What follows belongs to an exercise in optimizing a design on an open flow for a short achievable clock period and few clock cycles; a production flow would make more cautious choices.
Function was checked by simulation only, so behaviour that the tests miss may differ from the original.
Power figures rest on the tool's default switching activity, not on a simulated workload.

<file path="flow/config.mk">
export PLATFORM = sky130hd
export DESIGN_NAME = rv_core_top
export DESIGN_NICKNAME = rv_core_top
export VERILOG_FILES = /design/flow/design.v
export SDC_FILE = /design/flow/constraint.sdc
export NUM_CORES = 4
export LEC_CHECK = 0
export CAP_MARGIN = 20
export CORE_MARGIN = 2
export CORE_UTILIZATION = 40
export PLACE_DENSITY = 0.6
export SETUP_SLACK_MARGIN = 4.3
export SLEW_MARGIN = 20
</file>
<file path="flow/constraint.sdc">
create_clock -name core_clock -period 7.0 [get_ports {clk}]
set_input_delay 1.4000 -clock core_clock [delete_from_list [all_inputs] [get_ports {clk}]]
set_output_delay 1.4000 -clock core_clock [all_outputs]
set_load 0.01 [all_outputs]
</file>
<file path="flow/design.v">
`default_nettype none
package rv_pkg;
    localparam int XLEN   = 32;
    localparam int REG_AW = 5;
    typedef logic [XLEN-1:0]   word_t;
    typedef logic [REG_AW-1:0] reg_addr_t;
    typedef struct packed {
        logic      valid;
        reg_addr_t rd;
        word_t     data;
    } retire_t;
endpackage
`default_nettype wire
`timescale 1ns/1ps
`default_nettype none
module rv_ks_add #(
    parameter int W = 32
) (
    input  wire [W-1:0] a,
    input  wire [W-1:0] b,
    input  wire         cin,
    output wire [W-1:0] s,
    output wire         cout
);
    localparam int L = $clog2(W);
    logic [W-1:0] p;
    logic [W-1:0] g [L+1];
    logic [W-1:0] t [L+1];
    always_comb begin
        p    = a ^ b;
        g[0] = a & b;
        t[0] = p;
        g[0][0] = (a[0] & b[0]) | (p[0] & cin);
        for (int l = 0; l < L; l++) begin
            for (int i = 0; i < W; i++) begin
                if (i >= (1 << l)) begin
                    g[l+1][i] = g[l][i] | (t[l][i] & g[l][i-(1<<l)]);
                    t[l+1][i] = t[l][i] & t[l][i-(1<<l)];
                end else begin
                    g[l+1][i] = g[l][i];
                    t[l+1][i] = t[l][i];
                end
            end
        end
    end
    assign s    = p ^ {g[L][W-2:0], cin};
    assign cout = g[L][W-1];
endmodule
`default_nettype wire
`timescale 1ns/1ps
`default_nettype none
module rv_core #(
    parameter logic [31:0] RESET_PC   = '0,
    parameter int    DMEM_WORDS = 64
) (
    input  wire     clk,
    input  wire     arst_n_i,
    output rv_pkg::word_t   imem_addr_o,
    input  rv_pkg::word_t   imem_rdata_i,
    output rv_pkg::retire_t retire_o
);
    localparam int DMEM_AW = $clog2(DMEM_WORDS);
    localparam int BTB_AW  = 4;
    localparam int BTB_N   = 1 << BTB_AW;
    localparam int TAG_LO  = 2 + BTB_AW;
    logic [31:2] pc_q;
    logic [BTB_N-1:0]   btb_v;
    logic [31:TAG_LO]   btb_tag [BTB_N];
    logic [31:2]        btb_tgt [BTB_N];
    logic [1:0]         btb_cnt [BTB_N];
    logic        d_valid;
    logic [31:2] d_pc;
    logic [31:0] d_ins;
    logic [31:0] d_rs1_oh, d_rs2_oh;    
    logic [5:0]  d_cls;                 
    logic        d_hit;
    logic        d_ptaken;
    logic        e1_valid;
    logic        e1_wen;
    logic [4:0]  e1_rd;
    logic [31:0] e1_a, e1_b;
    logic        e1_fa1, e1_fb1;      
    logic        e1_fa2, e1_fb2;      
    logic        e1_sub, e1_arith, e1_xor, e1_or, e1_and, e1_slt;
    logic        e1_v_ee, e1_v_xe, e1_v_ex, e1_v_xx;    
    logic [DMEM_WORDS-1:0] e1_mld, e1_mst;
    logic        e1_branch, e1_bne, e1_pred;
    logic [31:2] e1_alt, e1_tgt, e1_pc;
    logic        x1_valid;
    logic        x1_wen;
    logic [4:0]  x1_rd;
    logic [15:0] x1_lo;
    logic        x1_c;
    logic [15:0] x1_ahi, x1_bhi;
    logic [15:0] x1_sdlo;             
    logic        x1_fa, x1_fb;        
    logic        x1_sub, x1_arith, x1_xor, x1_or, x1_and, x1_slt;
    logic        x1_v_ee, x1_v_we, x1_v_ew, x1_v_ww;    
    logic [DMEM_WORDS-1:0] x1_mld, x1_mst;
    logic        x1_eqlo;
    logic        x1_branch, x1_bne, x1_pred;
    logic [31:2] x1_alt, x1_tgt, x1_pc;
    logic        w_valid;
    logic [4:0]  w_rd;
    logic [31:0] w_data;
    logic        u_valid;
    logic        u_taken;
    logic        u_hit;
    logic [31:2] u_pc, u_tgt;
    logic [31:0] regs [1:31];
    logic [15:0] dmem_lo [DMEM_WORDS];
    logic [15:0] dmem_hi [DMEM_WORDS];
    assign imem_addr_o = {pc_q, 2'b00};
    logic [BTB_N-1:0] f_match;
    logic             f_hit, f_taken;
    logic [31:2]      f_tgt, f_next;
    always_comb begin
        f_tgt = '0;
        for (int i = 0; i < BTB_N; i++) begin
            f_match[i] = btb_v[i] && (pc_q[TAG_LO-1:2] == i[BTB_AW-1:0])
                         && (btb_tag[i] == pc_q[31:TAG_LO]);
            f_tgt = f_tgt | ({30{f_match[i]}} & btb_tgt[i]);
        end
    end
    assign f_hit   = |f_match;
    assign f_taken = |(f_match & {btb_cnt[15][1], btb_cnt[14][1], btb_cnt[13][1], btb_cnt[12][1],
                                  btb_cnt[11][1], btb_cnt[10][1], btb_cnt[9][1],  btb_cnt[8][1],
                                  btb_cnt[7][1],  btb_cnt[6][1],  btb_cnt[5][1],  btb_cnt[4][1],
                                  btb_cnt[3][1],  btb_cnt[2][1],  btb_cnt[1][1],  btb_cnt[0][1]});
    assign f_next  = f_taken ? f_tgt : pc_q + 30'd1;
    logic [31:0] f_rs1_oh, f_rs2_oh;
    logic [5:0]  f_cls;
    always_comb begin
        f_rs1_oh = '0;
        f_rs2_oh = '0;
        f_rs1_oh[imem_rdata_i[19:15]] = 1'b1;
        f_rs2_oh[imem_rdata_i[24:20]] = 1'b1;
        f_rs1_oh[0] = 1'b0;
        f_rs2_oh[0] = 1'b0;
    end
    assign f_cls[0] =  imem_rdata_i[6] & ~imem_rdata_i[2];                       
    assign f_cls[1] =  imem_rdata_i[6] &  imem_rdata_i[2];                       
    assign f_cls[2] = ~imem_rdata_i[6] &  imem_rdata_i[5] &  imem_rdata_i[4];    
    assign f_cls[3] = ~imem_rdata_i[6] & ~imem_rdata_i[5] &  imem_rdata_i[4];    
    assign f_cls[4] = ~imem_rdata_i[6] & ~imem_rdata_i[5] & ~imem_rdata_i[4];    
    assign f_cls[5] = ~imem_rdata_i[6] &  imem_rdata_i[5] & ~imem_rdata_i[4];    
    logic [31:0] ins;
    assign ins = d_ins;
    logic [4:0] d_rs1, d_rs2, d_rd;
    logic [2:0] d_f3;
    logic       d_is_op, d_is_imm, d_is_load, d_is_store, d_is_branch, d_is_jal;
    assign d_rs1 = ins[19:15];
    assign d_rs2 = ins[24:20];
    assign d_rd  = ins[11:7];
    assign d_f3  = ins[14:12];
    assign d_is_branch = d_cls[0];
    assign d_is_jal    = d_cls[1];
    assign d_is_op     = d_cls[2];
    assign d_is_imm    = d_cls[3];
    assign d_is_load   = d_cls[4];
    assign d_is_store  = d_cls[5];
    logic d_alu, d_uses_rs1, d_uses_rs2, d_regwrite, d_subop;
    assign d_alu      = d_is_op | d_is_imm;
    assign d_uses_rs1 = ~d_is_jal;
    assign d_uses_rs2 = d_is_op | d_is_store | d_is_branch;
    assign d_regwrite = d_is_op | d_is_imm | d_is_load | d_is_jal;
    assign d_subop    = (d_is_op & (d_f3 == 3'b000) & ins[30]) | (d_alu & (d_f3 == 3'b010));
    logic [31:0] d_imm_i;
    logic [7:0]  d_off;
    assign d_imm_i = {{20{ins[31]}}, ins[31:20]};
    assign d_off   = d_is_store ? {ins[27:25], ins[11:7]} : ins[27:20];
    logic [31:2] d_tgt_j, d_tgt_b, d_tgt, d_pc4;
    assign d_tgt_j = d_pc + {{12{ins[31]}}, ins[19:12], ins[20], ins[30:22]};
    assign d_tgt_b = d_pc + {{20{ins[31]}}, ins[7], ins[30:25], ins[11:9]};
    assign d_tgt   = d_is_jal ? d_tgt_j : d_tgt_b;
    assign d_pc4   = d_pc + 30'd1;
    logic d_pred, d_need_taken, d_redir;
    logic [31:2] d_redir_pc;
    assign d_pred       = d_hit ? d_ptaken : ins[31];
    assign d_need_taken = d_is_jal | (d_is_branch & d_pred);
    assign d_redir      = d_need_taken ^ d_ptaken;
    assign d_redir_pc   = d_need_taken ? d_tgt : d_pc4;
    logic [31:0] d_rf_a, d_rf_b;
    always_comb begin
        d_rf_a = '0;
        d_rf_b = '0;
        for (int i = 1; i < 32; i++) begin
            d_rf_a = d_rf_a | ({32{d_rs1_oh[i]}} & regs[i]);
            d_rf_b = d_rf_b | ({32{d_rs2_oh[i]}} & regs[i]);
        end
    end
    logic d_m1a, d_m2a, d_m3a, d_m1b, d_m2b, d_m3b;
    assign d_m1a = e1_wen  && (e1_rd == d_rs1);
    assign d_m2a = x1_wen  && (x1_rd == d_rs1);
    assign d_m3a = w_valid && (w_rd  == d_rs1);
    assign d_m1b = e1_wen  && (e1_rd == d_rs2);
    assign d_m2b = x1_wen  && (x1_rd == d_rs2);
    assign d_m3b = w_valid && (w_rd  == d_rs2);
    logic [31:0] d_a, d_b;
    assign d_a[15:0]  = d_m2a ? x1_lo : d_m3a ? w_data[15:0] : d_rf_a[15:0];
    assign d_a[31:16] = d_m3a ? w_data[31:16] : d_rf_a[31:16];
    assign d_b[15:0]  = d_m2b ? x1_lo : d_m3b ? w_data[15:0] : d_rf_b[15:0];
    assign d_b[31:16] = d_m3b ? w_data[31:16] : d_rf_b[31:16];
    logic d_stall;
    assign d_stall = d_valid & (((d_is_load | d_is_store) & d_m1a)
                              | (d_uses_rs1 & d_m1a & e1_slt)
                              | (d_uses_rs2 & d_m1b & e1_slt)
                              | (d_uses_rs1 & ~d_m1a & d_m2a & x1_slt)
                              | (d_uses_rs2 & ~d_m1b & d_m2b & x1_slt));
    logic [7:0] m_p, m_g, m_o;
    logic       m_c2;
    assign m_p  = d_a[7:0] ^ d_off;
    assign m_g  = d_a[7:0] & d_off;
    assign m_o  = d_a[7:0] | d_off;
    assign m_c2 = m_g[1] | (m_o[1] & m_g[0]);
    logic [DMEM_WORDS-1:0] d_match;
    always_comb begin
        for (int k = 0; k < DMEM_WORDS; k++) begin
            logic ok;
            ok = ((m_p[2] ^ k[0]) == m_c2);
            for (int i = 2; i < DMEM_AW + 1; i++) begin
                ok = ok & ((m_g[i] | (m_o[i] & ~k[i-2])) == (m_p[i+1] ^ k[i-1]));
            end
            d_match[k] = ok;
        end
    end
    logic [15:0] y_a, y_b, y_xb, y_ld, y_lo;
    logic [15:0] y_s_ee, y_s_xe, y_s_ex, y_s_xx, y_sum;
    logic        y_c_ee, y_c_xe, y_c_ex, y_c_xx, y_c;
    assign y_a  = e1_fa1 ? x1_lo : e1_a[15:0];
    assign y_b  = e1_fb1 ? x1_lo : e1_b[15:0];
    assign y_xb = x1_lo ^ {16{e1_sub}};
    rv_ks_add #(.W(16)) u_lo_ee (.a(e1_a[15:0]), .b(e1_b[15:0]), .cin(e1_sub), .s(y_s_ee), .cout(y_c_ee));
    rv_ks_add #(.W(16)) u_lo_xe (.a(x1_lo),      .b(e1_b[15:0]), .cin(e1_sub), .s(y_s_xe), .cout(y_c_xe));
    rv_ks_add #(.W(16)) u_lo_ex (.a(e1_a[15:0]), .b(y_xb),       .cin(e1_sub), .s(y_s_ex), .cout(y_c_ex));
    rv_ks_add #(.W(16)) u_lo_xx (.a(x1_lo),      .b(y_xb),       .cin(e1_sub), .s(y_s_xx), .cout(y_c_xx));
    assign y_sum = ({16{e1_v_ee}} & y_s_ee) | ({16{e1_v_xe}} & y_s_xe)
                 | ({16{e1_v_ex}} & y_s_ex) | ({16{e1_v_xx}} & y_s_xx);
    assign y_c   = (e1_v_ee & y_c_ee) | (e1_v_xe & y_c_xe) | (e1_v_ex & y_c_ex) | (e1_v_xx & y_c_xx);
    logic y_eq;
    assign y_eq = (e1_v_ee & (e1_a[15:0] == e1_b[15:0])) | (e1_v_xe & (x1_lo == e1_b[15:0]))
                | (e1_v_ex & (e1_a[15:0] == x1_lo))      |  e1_v_xx;
    logic [15:0] y_mem;
    logic        y_fwd;
    always_comb begin
        y_mem = '0;
        for (int k = 0; k < DMEM_WORDS; k++) begin
            y_mem = y_mem | ({16{e1_mld[k]}} & dmem_lo[k]);
        end
    end
    assign y_fwd = x1_valid & |(e1_mld & x1_mst);
    assign y_ld  = y_fwd ? x1_sdlo : y_mem;
    assign y_lo = ({16{e1_arith}} & y_sum)
                | ({16{e1_xor}}   & (y_a ^ y_b))
                | ({16{e1_or}}    & (y_a | y_b))
                | ({16{e1_and}}   & (y_a & y_b))
                | y_ld;
    logic [15:0] w_hi, z_a, z_b, z_wb, z_ld, z_hi, z_lo;
    logic [15:0] z_s_ee, z_s_we, z_s_ew, z_s_ww, z_sum;
    logic [3:0]  z_co_unused;
    logic        z_slt;
    assign w_hi = w_data[31:16];
    assign z_a  = x1_fa ? w_hi : x1_ahi;
    assign z_b  = x1_fb ? w_hi : x1_bhi;
    assign z_wb = w_hi ^ {16{x1_sub}};
    rv_ks_add #(.W(16)) u_hi_ee (.a(x1_ahi), .b(x1_bhi), .cin(x1_c), .s(z_s_ee), .cout(z_co_unused[0]));
    rv_ks_add #(.W(16)) u_hi_we (.a(w_hi),   .b(x1_bhi), .cin(x1_c), .s(z_s_we), .cout(z_co_unused[1]));
    rv_ks_add #(.W(16)) u_hi_ew (.a(x1_ahi), .b(z_wb),   .cin(x1_c), .s(z_s_ew), .cout(z_co_unused[2]));
    rv_ks_add #(.W(16)) u_hi_ww (.a(w_hi),   .b(z_wb),   .cin(x1_c), .s(z_s_ww), .cout(z_co_unused[3]));
    assign z_sum = ({16{x1_v_ee}} & z_s_ee) | ({16{x1_v_we}} & z_s_we)
                 | ({16{x1_v_ew}} & z_s_ew) | ({16{x1_v_ww}} & z_s_ww);
    assign z_slt = (x1_v_ee & ((x1_ahi[15] ^ ~x1_bhi[15]) ? x1_ahi[15] : z_s_ee[15]))
                 | (x1_v_we & ((w_hi[15]   ^ ~x1_bhi[15]) ? w_hi[15]   : z_s_we[15]))
                 | (x1_v_ew & ((x1_ahi[15] ^  w_hi[15])   ? x1_ahi[15] : z_s_ew[15]));
    always_comb begin
        z_ld = '0;
        for (int k = 0; k < DMEM_WORDS; k++) begin
            z_ld = z_ld | ({16{x1_mld[k]}} & dmem_hi[k]);
        end
    end
    assign z_hi = ({16{x1_arith}} & z_sum)
                | ({16{x1_xor}}   & (z_a ^ z_b))
                | ({16{x1_or}}    & (z_a | z_b))
                | ({16{x1_and}}   & (z_a & z_b))
                | z_ld;
    assign z_lo = x1_slt ? {15'd0, z_slt} : x1_lo;
    logic z_taken, z_mispred;
    logic z_eq;
    assign z_eq = (x1_v_ee & (x1_ahi == x1_bhi)) | (x1_v_we & (w_hi == x1_bhi))
                | (x1_v_ew & (x1_ahi == w_hi))   |  x1_v_ww;
    assign z_taken   = (x1_eqlo & z_eq) ^ x1_bne;
    assign z_mispred = x1_valid & x1_branch & (z_taken ^ x1_pred);
    logic d_go;       
    assign d_go = d_valid & ~d_stall & ~z_mispred;
    logic [31:2] pc_n;
    assign pc_n = d_stall ? pc_q : (d_valid & d_redir) ? d_redir_pc : f_next;
    always_ff @(posedge clk or negedge arst_n_i) begin
        if (!arst_n_i) begin
            pc_q <= RESET_PC[31:2];
        end else begin
            pc_q <= z_mispred ? x1_alt : pc_n;
        end
    end
    always_ff @(posedge clk or negedge arst_n_i) begin
        if (!arst_n_i) begin
            d_valid <= 1'b0;
        end else if (z_mispred) begin
            d_valid <= 1'b0;
        end else if (d_stall) begin
            d_valid <= d_valid;
        end else begin
            d_valid <= ~(d_valid & d_redir);
        end
    end
    always_ff @(posedge clk) begin
        if (!d_stall) begin
            d_pc     <= pc_q;
            d_ins    <= imem_rdata_i;
            d_rs1_oh <= f_rs1_oh;
            d_rs2_oh <= f_rs2_oh;
            d_cls    <= f_cls;
            d_hit    <= f_hit;
            d_ptaken <= f_taken;
        end
    end
    always_ff @(posedge clk or negedge arst_n_i) begin
        if (!arst_n_i) begin
            e1_valid  <= 1'b0;
            e1_wen    <= 1'b0;
            e1_branch <= 1'b0;
            e1_slt    <= 1'b0;
        end else begin
            e1_valid  <= d_go;
            e1_wen    <= d_go & d_regwrite & (d_rd != 5'd0);
            e1_branch <= d_go & d_is_branch;
            e1_slt    <= d_go & d_alu & (d_f3 == 3'b010);
        end
    end
    always_ff @(posedge clk) begin
        e1_rd    <= d_rd;
        e1_mld   <= d_match & {DMEM_WORDS{d_is_load}};
        e1_mst   <= d_match & {DMEM_WORDS{d_is_store}};
        e1_a     <= d_is_jal ? 32'd0 : d_a;
        e1_b     <= (d_is_jal ? {d_pc4, 2'b00} : (d_is_imm | d_is_load) ? d_imm_i : d_b) ^ {32{d_subop}};
        e1_fa1   <= d_uses_rs1 & d_m1a;
        e1_fa2   <= d_uses_rs1 & ~d_m1a & d_m2a;
        e1_fb1   <= d_uses_rs2 & d_m1b;
        e1_fb2   <= d_uses_rs2 & ~d_m1b & d_m2b;
        e1_sub   <= d_subop;
        e1_v_ee  <= ~(d_uses_rs1 & d_m1a) & ~(d_uses_rs2 & d_m1b);
        e1_v_xe  <=  (d_uses_rs1 & d_m1a) & ~(d_uses_rs2 & d_m1b);
        e1_v_ex  <= ~(d_uses_rs1 & d_m1a) &  (d_uses_rs2 & d_m1b);
        e1_v_xx  <=  (d_uses_rs1 & d_m1a) &  (d_uses_rs2 & d_m1b);
        e1_arith <= d_is_jal | (d_alu & (d_f3 == 3'b000));
        e1_xor   <= d_alu & (d_f3 == 3'b100);
        e1_or    <= d_alu & (d_f3 == 3'b110);
        e1_and   <= d_alu & (d_f3 == 3'b111);
        e1_bne   <= d_f3[0];
        e1_pred  <= d_pred;
        e1_alt   <= d_pred ? d_pc4 : d_tgt;
        e1_tgt   <= d_tgt;
        e1_pc    <= d_pc;
    end
    always_ff @(posedge clk or negedge arst_n_i) begin
        if (!arst_n_i) begin
            x1_valid  <= 1'b0;
            x1_wen    <= 1'b0;
            x1_branch <= 1'b0;
            x1_slt    <= 1'b0;
        end else begin
            x1_valid  <= e1_valid & ~z_mispred;
            x1_wen    <= e1_wen & ~z_mispred;
            x1_branch <= e1_branch & ~z_mispred;
            x1_slt    <= e1_slt & ~z_mispred;
        end
    end
    always_ff @(posedge clk) begin
        x1_rd    <= e1_rd;
        x1_mld   <= e1_mld;
        x1_mst   <= e1_mst;
        x1_sdlo  <= y_b;
        x1_lo    <= y_lo;
        x1_c     <= y_c;
        x1_ahi   <= e1_fa2 ? w_data[31:16] : e1_a[31:16];
        x1_bhi   <= e1_fb2 ? (w_data[31:16] ^ {16{e1_sub}}) : e1_b[31:16];
        x1_v_ee  <= ~e1_fa1 & ~e1_fb1;
        x1_v_we  <=  e1_fa1 & ~e1_fb1;
        x1_v_ew  <= ~e1_fa1 &  e1_fb1;
        x1_v_ww  <=  e1_fa1 &  e1_fb1;
        x1_fa    <= e1_fa1;
        x1_fb    <= e1_fb1;
        x1_sub   <= e1_sub;
        x1_arith <= e1_arith;
        x1_xor   <= e1_xor;
        x1_or    <= e1_or;
        x1_and   <= e1_and;
        x1_eqlo  <= y_eq;
        x1_bne   <= e1_bne;
        x1_pred  <= e1_pred;
        x1_alt   <= e1_alt;
        x1_tgt   <= e1_tgt;
        x1_pc    <= e1_pc;
    end
    always_ff @(posedge clk or negedge arst_n_i) begin
        if (!arst_n_i) begin
            w_valid <= 1'b0;
            u_valid <= 1'b0;
        end else begin
            w_valid <= x1_wen;
            u_valid <= x1_valid & x1_branch;
        end
    end
    always_ff @(posedge clk) begin
        w_rd    <= x1_rd;
        w_data  <= {z_hi, z_lo};
        u_taken <= z_taken;
        u_hit   <= x1_hit;
        u_pc    <= x1_pc;
        u_tgt   <= x1_tgt;
    end
    always_ff @(posedge clk) begin
        for (int k = 0; k < DMEM_WORDS; k++) begin
            if (x1_valid && x1_mst[k]) begin
                dmem_lo[k] <= x1_sdlo;
                dmem_hi[k] <= z_b;
            end
        end
    end
    always_ff @(posedge clk or negedge arst_n_i) begin
        if (!arst_n_i) begin
            for (int i = 1; i < 32; i++) begin
                regs[i] <= '0;
            end
        end else if (w_valid) begin
            regs[w_rd] <= w_data;
        end
    end
    logic [BTB_AW-1:0] u_ix, d_ix, x1_ix;
    logic              x1_hit, d_ins_btb, d_drop_btb;
    assign x1_ix      = x1_pc[TAG_LO-1:2];
    assign x1_hit     = btb_v[x1_ix] && (btb_tag[x1_ix] == x1_pc[31:TAG_LO]);
    assign u_ix       = u_pc[TAG_LO-1:2];
    assign d_ix       = d_pc[TAG_LO-1:2];
    assign d_ins_btb  = d_valid & d_redir & d_need_taken;
    assign d_drop_btb = d_valid & d_redir & ~d_need_taken;
    always_ff @(posedge clk or negedge arst_n_i) begin
        if (!arst_n_i) begin
            btb_v <= '0;
        end else begin
            if (u_valid && (u_hit || u_taken)) begin
                btb_v[u_ix] <= 1'b1;
            end
            if (d_ins_btb) begin
                btb_v[d_ix] <= 1'b1;
            end else if (d_drop_btb) begin
                btb_v[d_ix] <= 1'b0;
            end
        end
    end
    always_ff @(posedge clk) begin
        if (u_valid) begin
            if (u_hit) begin
                if (u_taken && btb_cnt[u_ix] != 2'b11) begin
                    btb_cnt[u_ix] <= btb_cnt[u_ix] + 2'd1;
                end else if (!u_taken && btb_cnt[u_ix] != 2'b00) begin
                    btb_cnt[u_ix] <= btb_cnt[u_ix] - 2'd1;
                end
            end else if (u_taken) begin
                btb_tag[u_ix] <= u_pc[31:TAG_LO];
                btb_tgt[u_ix] <= u_tgt;
                btb_cnt[u_ix] <= 2'b10;
            end
        end
        if (d_ins_btb) begin
            btb_tag[d_ix] <= d_pc[31:TAG_LO];
            btb_tgt[d_ix] <= d_tgt;
            btb_cnt[d_ix] <= d_is_jal ? 2'b11 : 2'b10;
        end
    end
    assign retire_o.valid = w_valid;
    assign retire_o.rd    = w_rd;
    assign retire_o.data  = w_data;
endmodule
`default_nettype wire
`timescale 1ns/1ps
`default_nettype none
module rv_core_top (
    input  wire        clk,
    input  wire        arst_n_i,
    output wire [31:0] imem_addr_o,
    input  wire [31:0] imem_rdata_i,
    output wire        retire_valid_o,
    output wire [4:0]  retire_rd_o,
    output wire [31:0] retire_data_o
);
    rv_pkg::retire_t retire;
    rv_core u_core (
        .clk(clk),
        .arst_n_i(arst_n_i),
        .imem_addr_o(imem_addr_o),
        .imem_rdata_i(imem_rdata_i),
        .retire_o(retire)
    );
    assign retire_valid_o = retire.valid;
    assign retire_rd_o    = retire.rd;
    assign retire_data_o  = retire.data;
endmodule
`default_nettype wire
</file>
<file path="flow/run.sh">
#!/bin/bash
# synth_recipe.tcl (not shown) runs the flow's synth.tcl, then flattens the netlist and writes it again
# the make line also repeats each setting of config.mk as NAME=value (left out here)
make -C /OpenROAD-flow-scripts/flow DESIGN_CONFIG=/design/flow/config.mk WORK_HOME=/design/flow/orfs CLKGATE_MAP_FILE= SYNTH_SCRIPT=/design/flow/synth_recipe.tcl finish
</file>
==> summary.txt, run 1 <==
Synthesis
  – Post-synth EDFFs: 3085
  – Syn Inst Count: 15775
  – Syn Std Cell Area: 211000 um^2
  – #FFs+latches synth: just under 5000
  – Yosys warning total: 7
  – Synth area leader: edfxtp_1
  – Synth Flop Type: edfxtp_1
  – Ys async rst share: between 20% and 30%
  – Ranking of synthesized cells by area: edfxtp_1, dfrtp_1, dfxtp_1
  – Syn_area_per_cell: 13.4 um^2
  – Top cell type's share of synthesized area: 43.9%
  – Sequential-to-total area share from yosys stat: a little over three fifths
  – Yosys cell types: 104

Global routing
  – Largest net degree at the start of global routing: 178
  – Vias in the first global route: 165868
  – Total gr overflow: 0
  – First-pass GRT wire length: 1510 mm
  – GRT Util Overall: a little over two fifths
  – Initial antenna violation count: about 110

CTS
  – Clock sinks: slightly below 5000
  – Cts bufs inserted: 522
  – Post-cts hold buffer count: 0
  – Maximum root-to-sink buffer count: 4
  – Clock root buffer: clkbuf_16
  – H-tree depth: 6

Timing
  – GR repair worst EP: u_core.pc_q[3]$_DFFE_PN0P_/D
  – Worst End Pin Type: register data pin

Outcome
  – Fail Step: detailed routing
  – Err: [ERROR DRT-0218] Guide is not connected to design for net _05358_
  – Status: did not finish

Place
  – Dpl hpwl: 572 mm
  – Gp weighted congestion: 1.01
  – Number of port buffers: 98
  – Placed inst area: 223000 um^2

Die
  – I/O pin cnt: 104
  – Starting Density: 40.2%
  – Die X-Extent: between 700 and 800 um
  – Core Rows: approximately 270
  – Die Ht: 730 um
per-layer routing:
| metal | track usage, % |
|---|---|
| met2 | 56.4 |
| met1 | 47.8 |
| met5 | 6.07 |
| met4 | 35.4 |
| met3 | 23.4 |
worst max path at each step:
stage                    start                      to  cells past startpoint
2_1_floorplan  u_core.d_cls[1]   u_core.btb_tgt[7][29]                     17
3_3_place_gp    u_core.pc_q[8]         u_core.pc_q[10]                     12
3_5_place_dp    u_core.pc_q[8]         u_core.pc_q[10]                     12
4_1_cts        u_core.d_cls[1]  u_core.btb_tgt[13][29]                     19
5_1_grt        u_core.pc_q[19]         u_core.pc_q[28]                     16
power groups by stage:
stage / registers, W / logic (W) / clock network (W)
2_1_floorplan: 0.0370 / 0.0146 / 0
3_3_place_gp: 0.0397 / 0.0209 / 0
3_5_place_dp: 0.0397 / 0.0212 / 0
4_1_cts: 0.0387 / 0.0334 / 0.0281
5_1_grt: 0.0396 / 0.0423 / 0.0294
repair_timing:
item / in CTS / in global routing
setup buffers: 1182 / 470
endpoints found under the setup margin: 3948 / 2718
gates resized for setup: 3479 / 1716
gates cloned: 361 / 72
pin swaps: 584 / 646
cell usage after synthesis, types with 62 or more instances:
cell      number
xnor2_1      582
nor3_1       256
mux2_2      1270
o21ai_0      700
nor2_1       408
a22o_1       693
nand4_1      450
mux2i_1      104
clkbuf_1    1047
buf_2         82
a211oi_1      69
and3_1        84
nand3_1      222
mux4_2       144
a222oi_1      95
a21oi_1      249
buf_1        146
dfxtp_1      719
inv_1        220
ha_1         243
nor2b_1       62
and2_1        87
a22oi_1      811
a221oi_1     704
dfrtp_1     1049
xor2_1       209
edfxtp_1    3085
nor4_1       119
nand2_1     1207
metrics by stage:
step	total power [W]	worst slack [ns]	cells	util, %
global route	0.111	1.80	25222	54.6
global placement	0.0606	1.87	22150	42.4
floorplan	0.0516	3.62	15776	-
CTS	0.100	3.18	24638	52.0
detailed placement	0.0609	1.85	22155	42.4
kinds of logic after synthesis:
logic type               synth area share [%]
AO/OA/AOI/OAI                            13.0
XOR/XNOR                                 3.33
adder cells (fa/ha/maj)                  1.57
buffers and inverters                    3.00
flip-flops                               63.2
multiplexers                             8.84
other                                 0.00178
AND/OR/NAND/NOR                          7.07
Testbench counts, summed over its fixed seeds: cycles 83,036.
==> run 2: changes to the inputs <==
--- a/flow/design.v
+++ b/flow/design.v
@@ -71,7 +71,8 @@
     logic        d_valid;
     logic [31:2] d_pc;
     logic [31:0] d_ins;
-    logic [31:0] d_rs1_oh, d_rs2_oh;    
+    logic [31:0] d_rf_a, d_rf_b;        
+    logic [31:2] d_tgt, d_pc4;          
     logic [5:0]  d_cls;                 
     logic        d_hit;
     logic        d_ptaken;
@@ -103,6 +104,9 @@
     logic        w_valid;
     logic [4:0]  w_rd;
     logic [31:0] w_data;
+    logic        z_valid;
+    logic [4:0]  z_rd;
+    logic [31:0] z_data;
     logic        u_valid;
     logic        u_taken;
     logic        u_hit;
@@ -113,13 +117,13 @@
     assign imem_addr_o = {pc_q, 2'b00};
     logic [BTB_N-1:0] f_match;
     logic             f_hit, f_taken;
-    logic [31:2]      f_tgt, f_next;
+    logic [31:2]      f_btgt, f_next;
     always_comb begin
-        f_tgt = '0;
+        f_btgt = '0;
         for (int i = 0; i < BTB_N; i++) begin
             f_match[i] = btb_v[i] && (pc_q[TAG_LO-1:2] == i[BTB_AW-1:0])
                          && (btb_tag[i] == pc_q[31:TAG_LO]);
-            f_tgt = f_tgt | ({30{f_match[i]}} & btb_tgt[i]);
+            f_btgt = f_btgt | ({30{f_match[i]}} & btb_tgt[i]);
         end
     end
     assign f_hit   = |f_match;
@@ -127,7 +131,7 @@
                                   btb_cnt[11][1], btb_cnt[10][1], btb_cnt[9][1],  btb_cnt[8][1],
                                   btb_cnt[7][1],  btb_cnt[6][1],  btb_cnt[5][1],  btb_cnt[4][1],
                                   btb_cnt[3][1],  btb_cnt[2][1],  btb_cnt[1][1],  btb_cnt[0][1]});
-    assign f_next  = f_taken ? f_tgt : pc_q + 30'd1;
+    assign f_next  = f_taken ? f_btgt : pc_q + 30'd1;
     logic [31:0] f_rs1_oh, f_rs2_oh;
     logic [5:0]  f_cls;
     always_comb begin
@@ -138,6 +142,20 @@
         f_rs1_oh[0] = 1'b0;
         f_rs2_oh[0] = 1'b0;
     end
+    logic [31:0] f_rf_a, f_rf_b;
+    always_comb begin
+        f_rf_a = '0;
+        f_rf_b = '0;
+        for (int i = 1; i < 32; i++) begin
+            f_rf_a = f_rf_a | ({32{f_rs1_oh[i]}} & regs[i]);
+            f_rf_b = f_rf_b | ({32{f_rs2_oh[i]}} & regs[i]);
+        end
+    end
+    logic [31:2] f_tgt;
+    assign f_tgt = f_cls[1] ? pc_q + {{12{imem_rdata_i[31]}}, imem_rdata_i[19:12], imem_rdata_i[20],
+                                      imem_rdata_i[30:22]}
+                            : pc_q + {{20{imem_rdata_i[31]}}, imem_rdata_i[7], imem_rdata_i[30:25],
+                                      imem_rdata_i[11:9]};
     assign f_cls[0] =  imem_rdata_i[6] & ~imem_rdata_i[2];                       
     assign f_cls[1] =  imem_rdata_i[6] &  imem_rdata_i[2];                       
     assign f_cls[2] = ~imem_rdata_i[6] &  imem_rdata_i[5] &  imem_rdata_i[4];    
@@ -169,27 +187,15 @@
     logic [7:0]  d_off;
     assign d_imm_i = {{20{ins[31]}}, ins[31:20]};
     assign d_off   = d_is_store ? {ins[27:25], ins[11:7]} : ins[27:20];
-    logic [31:2] d_tgt_j, d_tgt_b, d_tgt, d_pc4;
-    assign d_tgt_j = d_pc + {{12{ins[31]}}, ins[19:12], ins[20], ins[30:22]};
-    assign d_tgt_b = d_pc + {{20{ins[31]}}, ins[7], ins[30:25], ins[11:9]};
-    assign d_tgt   = d_is_jal ? d_tgt_j : d_tgt_b;
-    assign d_pc4   = d_pc + 30'd1;
     logic d_pred, d_need_taken, d_redir;
     logic [31:2] d_redir_pc;
     assign d_pred       = d_hit ? d_ptaken : ins[31];
     assign d_need_taken = d_is_jal | (d_is_branch & d_pred);
     assign d_redir      = d_need_taken ^ d_ptaken;
     assign d_redir_pc   = d_need_taken ? d_tgt : d_pc4;
-    logic [31:0] d_rf_a, d_rf_b;
-    always_comb begin
-        d_rf_a = '0;
-        d_rf_b = '0;
-        for (int i = 1; i < 32; i++) begin
-            d_rf_a = d_rf_a | ({32{d_rs1_oh[i]}} & regs[i]);
-            d_rf_b = d_rf_b | ({32{d_rs2_oh[i]}} & regs[i]);
-        end
-    end
-    logic d_m1a, d_m2a, d_m3a, d_m1b, d_m2b, d_m3b;
+    logic d_m1a, d_m2a, d_m3a, d_m4a, d_m1b, d_m2b, d_m3b, d_m4b;
+    assign d_m4a = z_valid && (z_rd  == d_rs1);
+    assign d_m4b = z_valid && (z_rd  == d_rs2);
     assign d_m1a = e1_wen  && (e1_rd == d_rs1);
     assign d_m2a = x1_wen  && (x1_rd == d_rs1);
     assign d_m3a = w_valid && (w_rd  == d_rs1);
@@ -197,10 +203,10 @@
     assign d_m2b = x1_wen  && (x1_rd == d_rs2);
     assign d_m3b = w_valid && (w_rd  == d_rs2);
     logic [31:0] d_a, d_b;
-    assign d_a[15:0]  = d_m2a ? x1_lo : d_m3a ? w_data[15:0] : d_rf_a[15:0];
-    assign d_a[31:16] = d_m3a ? w_data[31:16] : d_rf_a[31:16];
-    assign d_b[15:0]  = d_m2b ? x1_lo : d_m3b ? w_data[15:0] : d_rf_b[15:0];
-    assign d_b[31:16] = d_m3b ? w_data[31:16] : d_rf_b[31:16];
+    assign d_a[15:0]  = d_m2a ? x1_lo : d_m3a ? w_data[15:0] : d_m4a ? z_data[15:0] : d_rf_a[15:0];
+    assign d_a[31:16] = d_m3a ? w_data[31:16] : d_m4a ? z_data[31:16] : d_rf_a[31:16];
+    assign d_b[15:0]  = d_m2b ? x1_lo : d_m3b ? w_data[15:0] : d_m4b ? z_data[15:0] : d_rf_b[15:0];
+    assign d_b[31:16] = d_m3b ? w_data[31:16] : d_m4b ? z_data[31:16] : d_rf_b[31:16];
     logic d_stall;
     assign d_stall = d_valid & (((d_is_load | d_is_store) & d_m1a)
                               | (d_uses_rs1 & d_m1a & e1_slt)
@@ -316,13 +322,22 @@
         if (!d_stall) begin
             d_pc     <= pc_q;
             d_ins    <= imem_rdata_i;
-            d_rs1_oh <= f_rs1_oh;
-            d_rs2_oh <= f_rs2_oh;
             d_cls    <= f_cls;
+            d_tgt    <= f_tgt;
+            d_pc4    <= pc_q + 30'd1;
             d_hit    <= f_hit;
             d_ptaken <= f_taken;
         end
     end
+    always_ff @(posedge clk) begin
+        if (!d_stall) begin
+            d_rf_a <= f_rf_a;
+            d_rf_b <= f_rf_b;
+        end else begin
+            if (d_m4a) d_rf_a <= z_data;
+            if (d_m4b) d_rf_b <= z_data;
+        end
+    end
     always_ff @(posedge clk or negedge arst_n_i) begin
         if (!arst_n_i) begin
             e1_valid  <= 1'b0;
@@ -404,14 +419,18 @@
     always_ff @(posedge clk or negedge arst_n_i) begin
         if (!arst_n_i) begin
             w_valid <= 1'b0;
+            z_valid <= 1'b0;
             u_valid <= 1'b0;
         end else begin
             w_valid <= x1_wen;
+            z_valid <= w_valid;
             u_valid <= x1_valid & x1_branch;
         end
     end
     always_ff @(posedge clk) begin
         w_rd    <= x1_rd;
+        z_rd    <= w_rd;
+        z_data  <= w_data;
         w_data  <= {z_hi, z_lo};
         u_taken <= z_taken;
         u_hit   <= x1_hit;
--- a/flow/config.mk
+++ b/flow/config.mk
@@ -9,5 +9,5 @@
 export CORE_MARGIN = 2
 export CORE_UTILIZATION = 40
 export PLACE_DENSITY = 0.6
-export SETUP_SLACK_MARGIN = 4.3
+export SETUP_SLACK_MARGIN = 4.0
 export SLEW_MARGIN = 20
==> summary.txt, run 2 <==
Critical path
  – Top Family by Delay on Critical Path: buffers and inverters
  – Critical Path RT: 7.92 ns
  – Critical path class: reg -> reg
  – Type of origin of the critical path: flop
  – CP cell instances: buf_6 > xnor2_4 > nand4_1 > nor2_4 > buf_6 > buf_12 > buf_4 > mux2i_4 > a211oi_4 > a21oi_4 > buf_12 > ha_4 > xnor2_4 > buf_8 > nor4_4
  – Buf+Inv Stages, Crit Path: 6
  – CP max FO: 16
  – CP Capture Type: flop
  – Slowest cell delay on critical path: 0.48 ns
  – Worst path slowest cell: nor4_4
  – Arrival @ worst endpoint: 4.62 ns

Timing
  – Max_slew headroom: between 15 and 20%
  – Clock Skew: 0.0941 ns
  – Final Setup Violations: 0
  – Fin crit share: 52.8%
  – F_max: 270 MHz
  – Setup_tns: 0 ns
  – Fin. Hold Viols: 0
  – Max Slew Vio Count: 0
  – Final min period: around 3.7 ns
  – Post-route setup slack: 3.30 ns
  – RSZ-0062 raised after global routing: yes
  – Worst-margin pin slew: 1.25 ns

Synthesis
  – Syn Inst Count: 15132 (-4.1%)
  – Synth Flop Type: edfxtp_1
  – Top-count cell post-synth: edfxtp_1
  – Syn Std Cell Area: 214000 um^2 (+1.7%)
  – Sequential-to-total area share from yosys stat: 63.4% (+0.20 points)
  – #FFs+latches synth: 4953 (+2.1%)
  – Top cell type's share of synthesized area: 44.1% (+0.15 points)
  – Ranking of synthesized cells by area: edfxtp_1, dfrtp_1, mux2_2
  – Yosys cell types: 97 (-6.7%)
  – Post-synth EDFFs: 3147 (+2.0%)
  – Yosys warning total: 7 (unchanged)
  – Synth area leader: edfxtp_1
  – Post-synth top cells: edfxtp_1, mux2_2, dfrtp_1, a22oi_1, clkbuf_1
  – Ys async rst share: 21.2% (-0.42 points)
  – Syn_area_per_cell: 14.2 um^2 (+6.0%)

Place
  – Placed inst area: 227000 um^2 (+1.8%)
  – Worst slack at placement: 0.944 ns (-0.907 ns)
  – Number of port buffers: 98 (unchanged)
  – Gp weighted congestion: 0.957 (-5.4%)
  – Dpl hpwl: 517 mm (-9.6%)

Route
  – Initial DRC Count: 32963
  – Routed WL: 1000 mm
  – Post-route ant nets: 0
  – WL/cell: ~42 um
  – DRT Pass-1 Iters: 12
  – DRC violations left: 0
  – Via count: 165317
  – Vias per cell: 6.90

CTS
  – Clk latency of the worst-skew pair: approximately 1.2 ns
  – Maximum root-to-sink buffer count: 4 (unchanged)
  – Clk pin slew, worst setup/hold paths: 0.06 ns
  – H-tree depth: 6 (unchanged)
  – Clock root buffer: clkbuf_16
  – CTS tree: done
  – Clock sinks: 4953 (+2.1%)
  – Cts bufs inserted: 538 (+3.1%)
  – Post-cts hold buffer count: 0 (unchanged)

Global routing
  – Total gr overflow: 0 (unchanged)
  – Largest net degree at the start of global routing: 165 (-7.3%)
  – First-pass GRT wire length: 1310 mm (-14%)
  – Initial antenna violation count: 58 (-45%)
  – GRT Util Overall: 34.8% (-7.2 points)
  – Vias in the first global route: 152005 (-8.4%)

Final layout
  – Final instance area: 271000 um^2
  – Share of post-route cells with drive strength above 1: 37.0%
  – Most common cell after layout, fill and taps aside: edfxtp_1
  – Most frequent cells in the layout: edfxtp_1, mux2_2, buf_4, dfrtp_1, a22oi_1
  – Area Overhead vs Synth: 26.3%
  – Filler Cell Count: 43758
  – Final net count: 16609
  – Biggest regs: u_core.dmem_hi x1024, u_core.dmem_lo x1024, u_core.regs x992

Pwr
  – PD cells: between 300 and 400 nW/um^2
  – Pleak: 102 nW
  – Worst vdd ir: roughly 0.36 mV

Die
  – Die Ht: 736 um (+0.82%)
  – Core area: 533000 um^2
  – Die ar.: 542000 um^2
  – Core Rows: 268 (+0.75%)
  – I/O pin cnt: 104 (unchanged)
  – Die X-Extent: 736 um (+0.82%)
  – Starting Density: 40.2% (about the same)

Outcome
  – Status: finished clean

Run
  – Max-cap viol count: 0

Min path
  – Hold WC Path Type: reg -> reg
[run 2: cell families (layout without fill, tap and decap cells)]
family,after synthesis,count (layout),share of synthesized area [%]
AOI/OAI and AO/OA,3225,3225,11.6
xor gates and xnor gates,772,773,3.16
adders and majority gates,257,257,1.55
buffers and inverters,1463,3062,2.71
DFF,4953,4953,63.4
muxes,2220,2220,12.3
other,1,42,0.00175
and+or+nand+nor,2241,2275,5.29
[run 2: power breakdown]
part           total, W  internal (W)  switching, W
Sequential       0.0412        0.0361       0.00502
Combinational    0.0278        0.0121        0.0157
Clock            0.0290        0.0165        0.0126
Total            0.0980        0.0647        0.0333
[run 2: layout make-up]
class                      count  area, um^2  area share, %
multi-input combinational   8752       84200           31.1
inverter                     180         807          0.298
antenna                       40         100         0.0370
clock buffer                 757       15400           5.68
timing repair buffer        1876       22600           8.34
timing repair inverter        19         253         0.0933
clock inverter               230        2290          0.847
sequential                  4953      136000           50.3
tap                         7155        8950           3.30
[run 2: path summary, 6_finish.rpt]
path | start | endpoint | slack (ns) | depth (start not counted)
min in group asynchronous | arst_n_i | u_core.regs[28][19] | 0.33 | 1
max reg2reg | u_core.d_ins[17] | u_core.e1_mst[37] | 3.30 | 15
max in group asynchronous | arst_n_i | u_core.regs[6][19] | 5.15 | 2
min | u_core.e1_pc[26] | u_core.x1_pc[26] | 0.31 | 0
max | u_core.d_ins[17] | u_core.e1_mst[37] | 3.30 | 15
min reg2reg | u_core.e1_pc[26] | u_core.x1_pc[26] | 0.31 | 0
[run 2: layer usage]
metal | vias to the layer above | global-route usage [%] | part of all wire (%)
li1 | 61881 | - | -
met1 | 83881 | 45.6 | 35
met2 | 15636 | 49.0 | 41
met3 | 3863 | 11.9 | 16
met4 | 56 | 22.7 | 8.8
met5 | - | 0 | 0.042
[run 2: per-stage QoR]
step           hold WS (ns)  total power, W  instances  utilization (%)
2_1_floorplan         0.310          0.0519      15133                -
3_3_place_gp          0.310          0.0598      21681             42.5
3_5_place_dp          0.312          0.0601      21683             42.5
4_1_cts               0.297          0.0944      23552             49.2
5_1_grt               0.308          0.0998      23929             50.8
6_report              0.308          0.0980      23962             50.8
[run 2: what timing repair did]
| action | in CTS | in global routing |
|---|---|---|
| resized for setup | 2139 | 777 |
| gates cloned | 134 | 46 |
| setup buffers | 748 | 320 |
| endpoints found under the setup margin | 2542 | 1492 |
| pin swaps | 359 | 336 |
Testbench counts of run 2, summed over its fixed seeds: cycles 83,036.
==> run 3: changes to the inputs <==
--- a/flow/config.mk
+++ b/flow/config.mk
@@ -7,7 +7,7 @@
 export LEC_CHECK = 0
 export CAP_MARGIN = 20
 export CORE_MARGIN = 2
-export CORE_UTILIZATION = 40
+export CORE_UTILIZATION = 36
 export PLACE_DENSITY = 0.6
 export SETUP_SLACK_MARGIN = 4.0
 export SLEW_MARGIN = 20
==> summary.txt, run 3 <==
Outcome
  – Status: finished clean

Critical path
  – Type of origin of the critical path: flop
  – Launch point of the worst path: u_core.d_ins[16]
  – CP Capture Type: flop
  – Critical path class: reg -> reg
  – Critical Path RT: 7.95 ns (+0.03 ns)
  – CP max FO: 7 (-9)
  – Arrival @ worst endpoint: 4.67 ns (+0.05 ns)
  – Reg-to-reg startpoint: u_core.d_ins[16]

Synthesis
  – Ys async rst share: 21.2% (unchanged)
  – Top cell type's share of synthesized area: 44.1% (unchanged)
  – Synth area leader: edfxtp_1
  – #FFs+latches synth: 4953 (unchanged)
  – Post-synth top cells: edfxtp_1, mux2_2, dfrtp_1, a22oi_1, clkbuf_1
  – Ranking of synthesized cells by area: edfxtp_1, dfrtp_1, mux2_2
  – Yosys warning total: 7 (unchanged)
  – Syn_area_per_cell: 14.2 um^2 (unchanged)
  – Sequential-to-total area share from yosys stat: 63.4% (unchanged)
  – Top-count cell post-synth: edfxtp_1
  – Post-synth EDFFs: 3147 (unchanged)
  – Syn Inst Count: 15132 (unchanged)
  – Synth Flop Type: edfxtp_1
  – Syn Std Cell Area: 214000 um^2 (unchanged)
  – Yosys cell types: 97 (unchanged)

Final layout
  – Seq. cell area: 136000 um^2 (about the same)
  – Final net count: 16579 (-0.18%)
  – Biggest regs: u_core.dmem_hi x1024, u_core.dmem_lo x1024, u_core.regs x992
  – Core Util, Final: 45.4% (-5.3 points)
  – Area Overhead vs Synth: 25.9%
  – Final non-filler cell total: 24608 (+2.7%)
  – Most frequent cells in the layout: edfxtp_1, mux2_2, buf_4, dfrtp_1, a22oi_1
  – Filler Cell Count: 51070 (+17%)
  – Share of post-route cells with drive strength above 1: 36.4% (-0.66 points)
  – Footprint of the multi-input gates: 82900 um^2 (-1.5%)
  – Most common cell after layout, fill and taps aside: edfxtp_1

Timing
  – Final min period: 3.72 ns (+0.0189 ns)
  – Fin. Hold Viols: 0 (unchanged)
  – Setup_tns: 0 ns (unchanged)
  – Worst-margin pin slew: 1.32 ns (+0.0671 ns)
  – Max_slew headroom: 12.3% (-4.5 points)
  – RSZ-0062 raised after global routing: yes
  – Max Slew Vio Count: 0 (unchanged)
  – Final Setup Violations: 0 (unchanged)
  – F_max: 269 MHz (-0.51%)
  – Post-route setup slack: 3.28 ns (-0.0189 ns)
  – Fin crit share: 53.1% (+0.27 points)
  – Clock Skew: 0.130 ns (+0.0358 ns)

CTS
  – Clock root buffer: clkbuf_16
  – Clk pin slew, worst setup/hold paths: 0.06 ns (about the same)
  – Post-cts hold buffer count: 0 (unchanged)
  – H-tree depth: 6 (unchanged)
  – Cts bufs inserted: 531 (-1.3%)
  – CTS tree: done
  – Maximum root-to-sink buffer count: 4 (unchanged)
  – Clk latency of the worst-skew pair: 1.15 ns (about the same)
  – Clock sinks: 4953 (unchanged)

Route
  – Routed WL: 994 mm (-0.67%)
  – Via count: 164906 (-0.25%)
  – Vias per cell: 6.70 (-2.9%)
  – DRC violations left: 0 (unchanged)
  – DRT Pass-1 Iters: 13 (+1)
  – Initial DRC Count: 33732 (+2.3%)
  – Post-route ant nets: 0 (unchanged)
  – WL/cell: 40.4 um (-3.3%)

Global routing
  – Vias in the first global route: 152582 (+0.38%)
  – GRT Util Overall: 31.1% (-3.7 points)
  – First-pass GRT wire length: 1310 mm (-0.13%)
  – Initial antenna violation count: 49 (-16%)
  – Total gr overflow: 0 (unchanged)
  – Largest net degree at the start of global routing: 162 (-1.8%)

Place
  – Dpl hpwl: 523 mm (+1.2%)
  – Number of port buffers: 98 (unchanged)
  – Gp weighted congestion: 0.967 (+1.1%)
  – Worst slack at placement: 0.897 ns (-0.0466 ns)
  – Placed Instances: 22399 (+3.3%)

Die
  – Core area: 594000 um^2 (+11%)
  – Core Rows: 283 (+5.6%)
  – Die X-Extent: 776 um (+5.4%)
  – Die Ht: 776 um (+5.4%)
  – Starting Density: 36.1% (-4.1 points)
  – I/O pin cnt: 104 (unchanged)
  – Die ar.: 602000 um^2 (+11%)

Pwr
  – Pleak: 101 nW (-0.54%)
  – PD cells: 361 nW/um^2 (-0.17%)
  – Total power: 0.0975 W (-0.54%)
  – Worst vdd ir: 0.306 mV (-15%)

Min path
  – Hold WC Path Type: reg -> reg
  – Hold path startpoint: u_core.e1_mst[22]

Run
  – Max-cap viol count: 0 (unchanged)
-- run 3: changes by cell type in the layout (fill, tap and decap cells not counted), moves of 9 or more --
cell	previous run	this run
a221oi_2	116	107
buf_4	1037	1062
buf_8	87	65
clkbuf_16	588	556
clkinv_16	5	17
dfxtp_2	58	46
dfxtp_4	51	62
ha_4	63	53
nor3_2	67	79
nor3_4	55	37
xor2_1	334	398
xor2_2	94	62
xor2_4	62	29
-- run 3: worst paths after layout --
check	endpoint	slack, ns	cells past startpoint
max	u_core.e1_mst[10]	3.28	18
min	u_core.x1_mst[22]	0.21	0
max reg2reg	u_core.e1_mst[10]	3.28	18
min reg2reg	u_core.x1_mst[22]	0.21	0
max in group asynchronous	u_core.pc_q[31]	4.83	2
min in group asynchronous	u_core.regs[13][22]	0.35	1
-- run 3: final cells by class --
type	count	area share, %
Timing Repair Buffer	1867	8.24
Antenna cell	37	0.0343
Timing Repair inverter	8	0.0338
Clock inverter	246	1.02
Multi-Input combinational cell	8749	30.7
Inverter	180	0.299
Sequential cell	4953	50.5
Clock buffer	731	5.50
Tap cell	7837	3.63
-- run 3: stage by stage --
step / cell area (um^2) / hold WS, ns
after global routing: 270000 / 0.239
final: 270000 / 0.212
after floorplan: 217000 / 0.310
after detailed placement: 228000 / 0.312
after CTS: 264000 / 0.207
after global placement: 228000 / 0.310
-- run 3: critical path, stage by stage (launching register included) --
cell and delay, ns:
edfxtp_1 0.52, xnor2_2 0.26, nand4_1 0.15, buf_6 0.16, nor2_4 0.16, buf_4 0.14, buf_6 0.09, mux2i_4 0.22
a211oi_2 0.11, a21oi_2 0.16, buf_12 0.15, ha_4 0.22, xor2_4 0.30, buf_6 0.17, buf_8 0.14, nand4_1 0.17
buf_4 0.21, buf_6 0.12, nor3_4 0.10
-- run 3: routing by layer --
layer	global-route usage, %	routed length, um	vias up
met5	0.0158	240	-
met4	21.3	88400	30
met3	9.56	149000	3787
met2	44.5	411000	15513
met1	40.4	345000	83702
li1	-	-	61874
-- run 3: report_power, final --
| group | total (W) | internal, W | switching, W |
|---|---|---|---|
| sequential | 0.0412 | 0.0361 | 0.00509 |
| clock | 0.0289 | 0.0162 | 0.0127 |
| combinational | 0.0274 | 0.0120 | 0.0154 |
| total | 0.0975 | 0.0643 | 0.0332 |
-- run 3: cell families after synthesis --
kind of cell,Yosys count,synth area share [%]
xor+xnor,772,3.16
buf+inv,1463,2.71
mux,2220,12.3
other cells,1,0.00175
simple gates,2241,5.29
flops,4953,63.4
compound gates,3225,11.6
fa+ha+maj,257,1.55
-- run 3: timing repair --
item,in CTS,in global routing
cloned,116,30
gates resized for setup,2141,631
endpoints found under the setup margin,2525,1533
pin swaps,474,341
buffers inserted,834,213
==> run 4: changes to the inputs <==
--- a/flow/config.mk
+++ b/flow/config.mk
@@ -7,7 +7,7 @@
 export LEC_CHECK = 0
 export CAP_MARGIN = 20
 export CORE_MARGIN = 2
-export CORE_UTILIZATION = 36
-export PLACE_DENSITY = 0.6
-export SETUP_SLACK_MARGIN = 4.0
+export CORE_UTILIZATION = 40
+export PLACE_DENSITY = 0.55
+export SETUP_SLACK_MARGIN = 4.2
 export SLEW_MARGIN = 20
==> summary.txt, run 4 <==
Global routing
  – Initial antenna violation count: 65 (+33%)
  – Total gr overflow: 0 (unchanged)
  – Vias in the first global route: 153607 (+0.67%)
  – First-pass GRT wire length: 1380 mm (+6.0%)
  – Largest net degree at the start of global routing: 164 (+1.2%)
  – GRT Util Overall: 37.3% (+6.2 points)

Min path
  – Hold WC Path Type: reg -> reg
  – Hold path startpoint: u_core.e1_tgt[3]

Synthesis
  – Post-synth EDFFs: 3147 (unchanged)
  – Synth Flop Type: edfxtp_1
  – #FFs+latches synth: 4953 (unchanged)
  – Syn Inst Count: 15132 (unchanged)
  – Ranking of synthesized cells by area: edfxtp_1, dfrtp_1, mux2_2
  – Yosys warning total: 7 (unchanged)
  – Ys async rst share: 21.2% (unchanged)
  – Syn_area_per_cell: 14.2 um^2 (unchanged)
  – Top cell type's share of synthesized area: 44.1% (unchanged)
  – Top-count cell post-synth: edfxtp_1
  – Sequential-to-total area share from yosys stat: 63.4% (unchanged)
  – Post-synth top cells: edfxtp_1, mux2_2, dfrtp_1, a22oi_1, clkbuf_1
  – Synth area leader: edfxtp_1
  – Yosys cell types: 97 (unchanged)
  – Syn Std Cell Area: 214000 um^2 (unchanged)

CTS
  – Clk pin slew, worst setup/hold paths: 0.07 ns (about the same)
  – Maximum root-to-sink buffer count: 4 (unchanged)
  – CTS tree: done
  – Cts bufs inserted: 541 (+1.9%)
  – Post-cts hold buffer count: 0 (unchanged)
  – Clock root buffer: clkbuf_16
  – Clk latency of the worst-skew pair: 1.17 ns (+0.02 ns)
  – H-tree depth: 6 (unchanged)
  – Clock sinks: 4953 (unchanged)

Die
  – Die ar.: 542000 um^2 (-9.9%)
  – Die Ht: 736 um (-5.1%)
  – Core area: 533000 um^2 (-10%)
  – I/O pin cnt: 104 (unchanged)
  – Die X-Extent: 736 um (-5.1%)
  – Core Rows: 268 (-5.3%)
  – Starting Density: 40.2% (+4.1 points)

Route
  – DRC violations left: 0 (unchanged)
  – Routed WL: 1090 mm (+10%)
  – DRT Pass-1 Iters: 13 (unchanged)
  – WL/cell: 44.6 um (+10%)
  – Vias per cell: 6.94 (+3.6%)
  – Post-route ant nets: 0 (unchanged)
  – Initial DRC Count: 33542 (-0.56%)
  – Via count: 170376 (+3.3%)

Critical path
  – Launch point of the worst path: u_core.pc_q[3]
  – CP cell instances: buf_4 > ha_4 > nand4b_1 > nor4_4 > nand2_2 > nor4_4 > buf_12 > buf_4 > a22o_1 > a221oi_2 > nand4_1 > mux2i_1 > o221ai_1
  – CP max FO: 6 (-1)
  – CP Capture Type: flop
  – Arrival @ worst endpoint: 5.13 ns (+0.46 ns)
  – Critical path class: reg -> reg
  – Top Family by Delay on Critical Path: simple AND/OR/NAND/NOR gates
  – Worst path slowest cell: nor4_4
  – Type of origin of the critical path: flop
  – Buf+Inv Stages, Crit Path: 3 (-5)
  – Slowest cell delay on critical path: 0.53 ns (about the same)
  – Reg-to-reg startpoint: u_core.pc_q[3]
  – Critical Path RT: 8.06 ns (+0.11 ns)

Final layout
  – Most frequent cells in the layout: edfxtp_1, mux2_2, buf_4, dfrtp_1, a22oi_1
  – Most common cell after layout, fill and taps aside: edfxtp_1
  – Area Overhead vs Synth: 32.3%
  – Final net count: 17191 (+3.7%)
  – Share of post-route cells with drive strength above 1: 39.8% (+3.4 points)
  – Biggest regs: u_core.dmem_hi x1024, u_core.dmem_lo x1024, u_core.regs x992
  – Filler Cell Count: 42794 (-16%)

Place
  – Dpl hpwl: 541 mm (+3.4%)
  – Gp weighted congestion: 0.947 (-2.0%)
  – Number of port buffers: 98 (unchanged)
  – Worst slack at placement: 1.09 ns (+0.190 ns)

Timing
  – Setup_tns: 0 ns (unchanged)
  – Worst-margin pin slew: 1.29 ns (-0.0231 ns)
  – Post-route setup slack: 2.93 ns (-0.353 ns)
  – RSZ-0062 raised after global routing: yes
  – Max_slew headroom: 13.8% (+1.5 points)
  – Fin. Hold Viols: 0 (unchanged)
  – Clock Skew: 0.0645 ns (-0.0654 ns)
  – Final Setup Violations: 0 (unchanged)
  – Final min period: 4.07 ns (+0.353 ns)
  – Max Slew Vio Count: 0 (unchanged)
  – Fin crit share: 58.1% (+5.0 points)
  – F_max: 246 MHz (-8.7%)

Run
  – Max-cap viol count: 0 (unchanged)

Pwr
  – PD cells: 356 nW/um^2 (-1.4%)
  – Worst vdd ir: 0.265 mV (-13%)
  – Pleak: 109 nW (+7.6%)

Outcome
  – Status: finished clean
## run 4: cell count changes in the layout (fill, tap and decap cells not counted), sizes merged, moves of 3 or more
cell / previous run / this run
clkbuf: 753 / 885
bufinv: 31 / 22
dlymetal6s2s: 0 / 3
bufbuf: 57 / 60
nand2: 599 / 610
buf: 1775 / 2271
nor2: 344 / 337
clkinvlp: 12 / 25
diode: 37 / 47
clkinv: 186 / 154
## run 4: final timing paths
check / slack, ns / endpoint / depth (start not counted)
max: 2.93 / u_core.pc_q[9] / 13
min: 0.31 / u_core.x1_tgt[3] / 0
max reg2reg: 2.93 / u_core.pc_q[9] / 13
min reg2reg: 0.31 / u_core.x1_tgt[3] / 0
max in group asynchronous: 5.08 / u_core.pc_q[12] / 2
min in group asynchronous: 0.39 / u_core.regs[29][25] / 1
## run 4: worst register-to-register path: cells and delay by family, from the launching register on
kind            cells  cell delay [ns]
buf+inv             3             0.58
flops               1             0.51
mux                 1             0.23
fa+ha+maj           1             0.24
compound gates      3             0.49
simple gates        5             1.95
## run 4: kinds of logic after synthesis
| group | share of synthesized area (%) |
|---|---|
| other cells | 0.00175 |
| flops | 63.4 |
| xor+xnor | 3.16 |
| mux | 12.3 |
| compound gates | 11.6 |
| simple gates | 5.29 |
| fa+ha+maj | 1.55 |
| buf+inv | 2.71 |
## run 4: power breakdown
part	switching, W	total, W	internal [W]	leakage [nW]
Sequential	0.00522	0.0413	0.0361	49.8
Combinational	0.0168	0.0305	0.0137	50.2
Clock	0.0128	0.0292	0.0164	8.70
## run 4: final cells by class
cell class                      instances  area, um^2  share of cell area, %
Sequential cell                      4953      136000                   48.0
Multi-Input combinational cell       8755       86200                   30.4
Timing Repair Buffer                 2451       33400                   11.8
Clock buffer                          781       15600                   5.49
Tap cell                             7155        8950                   3.15
Clock inverter                        205        2190                  0.772
Inverter                              180         822                  0.290
Timing Repair inverter                 20         208                 0.0732
Antenna cell                           47         118                 0.0414
## run 4: per-layer routing
metal / GRT usage (%) / vias to the layer above / part of all wire [%]
met5: 0.0176 / - / 0.091
met4: 26.1 / 56 / 9.6
met3: 11.9 / 4248 / 15
met2: 53.1 / 15888 / 41
met1: 48.3 / 86903 / 35
li1: - / 63281 / -
## run 4: metrics by stage
step                hold slack [ns]  utilization [%]  power [W]  cell area (um^2)  instances
floorplan                     0.310                -     0.0521            218000      15133
global placement              0.310             42.7     0.0604            228000      21710
detailed placement            0.312             42.7     0.0607            228000      21710
CTS                           0.308             51.1     0.0965            272000      24005
global route                  0.316             53.2      0.103            284000      24514
finish                        0.310             53.2      0.101            284000      24547
## run 4: timing repair
| action | in CTS | in global routing |
|---|---|---|
| resized for setup | 2756 | 1146 |
| gates cloned | 230 | 134 |
| pin swaps | 599 | 372 |
| setup buffers | 1079 | 359 |
| hold endpoints to repair | 0 | 0 |
| setup endpoints to repair | 2948 | 2518 |
==> run 5: changes to the inputs <==
--- a/flow/config.mk
+++ b/flow/config.mk
@@ -8,6 +8,6 @@
 export CAP_MARGIN = 20
 export CORE_MARGIN = 2
 export CORE_UTILIZATION = 40
-export PLACE_DENSITY = 0.55
-export SETUP_SLACK_MARGIN = 4.2
+export PLACE_DENSITY = 0.65
+export SETUP_SLACK_MARGIN = 4.0
 export SLEW_MARGIN = 20
==> summary.txt, run 5 <==
CTS
  – Maximum root-to-sink buffer count: 4 (unchanged)
  – Post-cts hold buffer count: 0 (unchanged)
  – Clk latency of the worst-skew pair: 1.13 ns (-0.04 ns)
  – Clock root buffer: clkbuf_16
  – Clk pin slew, worst setup/hold paths: 0.08 ns (about the same)
  – H-tree depth: 6 (unchanged)
  – CTS tree: done
  – Clock sinks: 4953 (unchanged)
  – Cts bufs inserted: 525 (-3.0%)

Synthesis
  – Syn Std Cell Area: 214000 um^2 (unchanged)
  – Post-synth EDFFs: 3147 (unchanged)
  – Post-synth top cells: edfxtp_1, mux2_2, dfrtp_1, a22oi_1, clkbuf_1
  – Synth Flop Type: edfxtp_1
  – #FFs+latches synth: 4953 (unchanged)
  – Yosys cell types: 97 (unchanged)
  – Ys async rst share: 21.2% (unchanged)
  – Yosys warning total: 7 (unchanged)
  – Syn_area_per_cell: 14.2 um^2 (unchanged)
  – Synth area leader: edfxtp_1
  – Top-count cell post-synth: edfxtp_1
  – Top cell type's share of synthesized area: 44.1% (unchanged)
  – Ranking of synthesized cells by area: edfxtp_1, dfrtp_1, mux2_2
  – Syn Inst Count: 15132 (unchanged)
  – Sequential-to-total area share from yosys stat: 63.4% (unchanged)

Critical path
  – Critical path class: reg -> reg
  – Buf+Inv Stages, Crit Path: 4 (+1)
  – CP max FO: 4 (-2)
  – Worst path slowest cell: nor4_4
  – CP Capture Type: flop
  – R2R setup slack: 3.28 ns (+0.35 ns)
  – Reg2Reg Depth: 13 (unchanged)
  – Reg2reg end: u_core.d_rf_b[12]
  – CP cell instances: buf_4 > xnor2_1 > nand2_2 > o21ai_4 > o32ai_4 > a211oi_4 > nor2b_4 > buf_6 > buf_12 > buf_16 > nor4_4 > nand4b_1 > o22a_1
  – Top Family by Delay on Critical Path: simple AND/OR/NAND/NOR gates
  – Type of origin of the critical path: flop
  – Critical Path RT: 7.82 ns (-0.24 ns)
  – Reg-to-reg startpoint: u_core.d_ins[16]
  – Slowest cell delay on critical path: 0.66 ns (+0.13 ns)
  – Arrival @ worst endpoint: 4.53 ns (-0.60 ns)

Global routing
  – First-pass GRT wire length: 1310 mm (-5.7%)
  – Initial antenna violation count: 53 (-18%)
  – GRT Util Overall: 34.6% (-2.8 points)
  – Largest net degree at the start of global routing: 161 (-1.8%)
  – Vias in the first global route: 154462 (+0.56%)
  – Total gr overflow: 0 (unchanged)

Route
  – Vias per cell: 7.04 (+1.4%)
  – WL met3: 176 mm (+7.4%)
  – Routed WL: 1000 mm (-8.5%)
  – WL met1: 335 mm (-12%)
  – DRC violations left: 0 (unchanged)
  – DRT Pass-1 Iters: 12 (-1)
  – Via count: 168818 (-0.91%)
  – Top Layer Used: met5
  – Wire length on met2: 397 mm (-10%)
  – WL/cell: 41.8 um (-6.4%)
  – Post-route ant nets: 0 (unchanged)
  – Initial DRC Count: 37074 (+11%)

Timing
  – RSZ-0062 raised after global routing: yes
  – Worst-margin pin slew: 1.28 ns (-0.0173 ns)
  – Fin crit share: 53.1% (-5.0 points)
  – Final Setup Violations: 0 (unchanged)
  – Fin. Hold Viols: 0 (unchanged)
  – F_max: 269 MHz (+9.5%)
  – Setup_tns: 0 ns (unchanged)
  – Max_slew headroom: 15.0% (+1.2 points)
  – Clock Skew: 0.110 ns (+0.0456 ns)
  – Final min period: 3.72 ns (-0.353 ns)
  – Max Slew Vio Count: 0 (unchanged)

Final layout
  – Filler Cell Count: 43214 (+0.98%)
  – Most frequent cells in the layout: edfxtp_1, mux2_2, buf_4, dfrtp_1, a22oi_1
  – Biggest regs: u_core.dmem_hi x1024, u_core.dmem_lo x1024, u_core.regs x992
  – Core Util, Final: 50.7% (-2.5 points)
  – Seq. cell area: 136000 um^2 (about the same)
  – Footprint of the multi-input gates: 83400 um^2 (-3.3%)
  – Most common cell after layout, fill and taps aside: edfxtp_1
  – Final net count: 16639 (-3.2%)
  – Area Overhead vs Synth: 26.1%
  – Share of post-route cells with drive strength above 1: 36.7% (-3.0 points)

Die
  – I/O pin cnt: 104 (unchanged)
  – Core area: 533000 um^2 (unchanged)
  – Die Ht: 736 um (unchanged)
  – Die X-Extent: 736 um (unchanged)
  – Die ar.: 542000 um^2 (unchanged)
  – Core Rows: 268 (unchanged)
  – Starting Density: 40.2% (unchanged)

Place
  – Gp weighted congestion: 0.982 (+3.7%)
  – Dpl hpwl: 512 mm (-5.4%)
  – Number of port buffers: 98 (unchanged)

Outcome
  – Status: finished clean

Min path
  – Worst hold stages: 0 (unchanged)
  – Hold path startpoint: u_core.e1_mst[4]
  – Hold Path End: u_core.x1_mst[4]
  – Hold WC Path Type: reg -> reg

Run
  – Max-cap viol count: 0 (unchanged)

Pwr
  – Total power: 0.0976 W (-3.4%)
  – Worst vdd ir: 0.322 mV (+21%)
  – PD cells: 361 nW/um^2 (+1.4%)
  – Pleak: 102 nW (-6.5%)
-- run 5: cell counts after synthesis --
No cell type changed its count.
-- run 5: worst max-delay path by stage --
stage / slack (ns) / startpoint / depth (start not counted) / to
2_1_floorplan: 3.00 / imem_rdata_i[6] / 14 / u_core.d_tgt[30]
3_3_place_gp: 1.23 / imem_rdata_i[16] / 14 / u_core.d_rf_a[28]
3_5_place_dp: 1.16 / imem_rdata_i[16] / 14 / u_core.d_rf_a[28]
4_1_cts: 3.43 / u_core.d_pc[4] / 4 / u_core.btb_tgt[2][14]
5_1_grt: 3.30 / u_core.d_ins[15] / 15 / u_core.d_rf_b[12]
6_report: 3.28 / u_core.d_ins[16] / 13 / u_core.d_rf_b[12]
-- run 5: logic make-up after synthesis --
group	after synthesis	synth area share [%]
DFF	4953	63.4
AOI/OAI and AO/OA	3225	11.6
and+or+nand+nor	2241	5.29
muxes	2220	12.3
buffers and inverters	1463	2.71
xor gates and xnor gates	772	3.16
adders and majority gates	257	1.55
other	1	0.00175
-- run 5: area by class of cell --
class	instances	share of cell area (%)
Clock inverter	190	0.747
Timing Repair Buffer	1927	8.72
Antenna cell	58	0.0537
Tap cell	7155	3.31
Inverter	180	0.298
Sequential cell	4953	50.4
Clock buffer	766	5.59
Timing Repair inverter	15	0.0509
Multi-Input combinational cell	8748	30.8
-- run 5: metrics by stage --
stage,setup slack [ns],instances,area (um^2),hold WS [ns]
floorplan,3.00,15133,217000,0.310
global placement,1.23,21671,227000,0.310
detailed placement,1.16,21671,227000,0.312
CTS,3.43,23594,263000,0.255
global route,3.30,23939,270000,0.262
finish,3.28,23992,270000,0.245
-- run 5: where the power goes --
part           internal [W]  switching (W)
clock network        0.0162         0.0123
registers            0.0361        0.00516
logic                0.0121         0.0158
-- run 5: layer usage --
layer	vias up	track usage, %
li1	62091	-
met1	83986	44.5
met2	18095	47.9
met3	4600	13.2
met4	46	23.8
met5	-	0.847
-- run 5: repair_timing --
action / CTS / global route
gates resized for setup: 2191 / 641
setup buffers: 826 / 281
gates cloned: 141 / 55
pin swaps: 482 / 336
setup endpoints to repair: 2536 / 1708
-- run 5: worst reg2reg max path, cell delays in order (launching register included) --
cell and delay (ns):
edfxtp_1 0.52, buf_4 0.20, xnor2_1 0.19, nand2_2 0.18, o21ai_4 0.23, o32ai_4 0.16, a211oi_4 0.39, nor2b_4 0.10
buf_6 0.14, buf_12 0.14, buf_16 0.16, nor4_4 0.68, nand4b_1 0.20, o22a_1 0.21
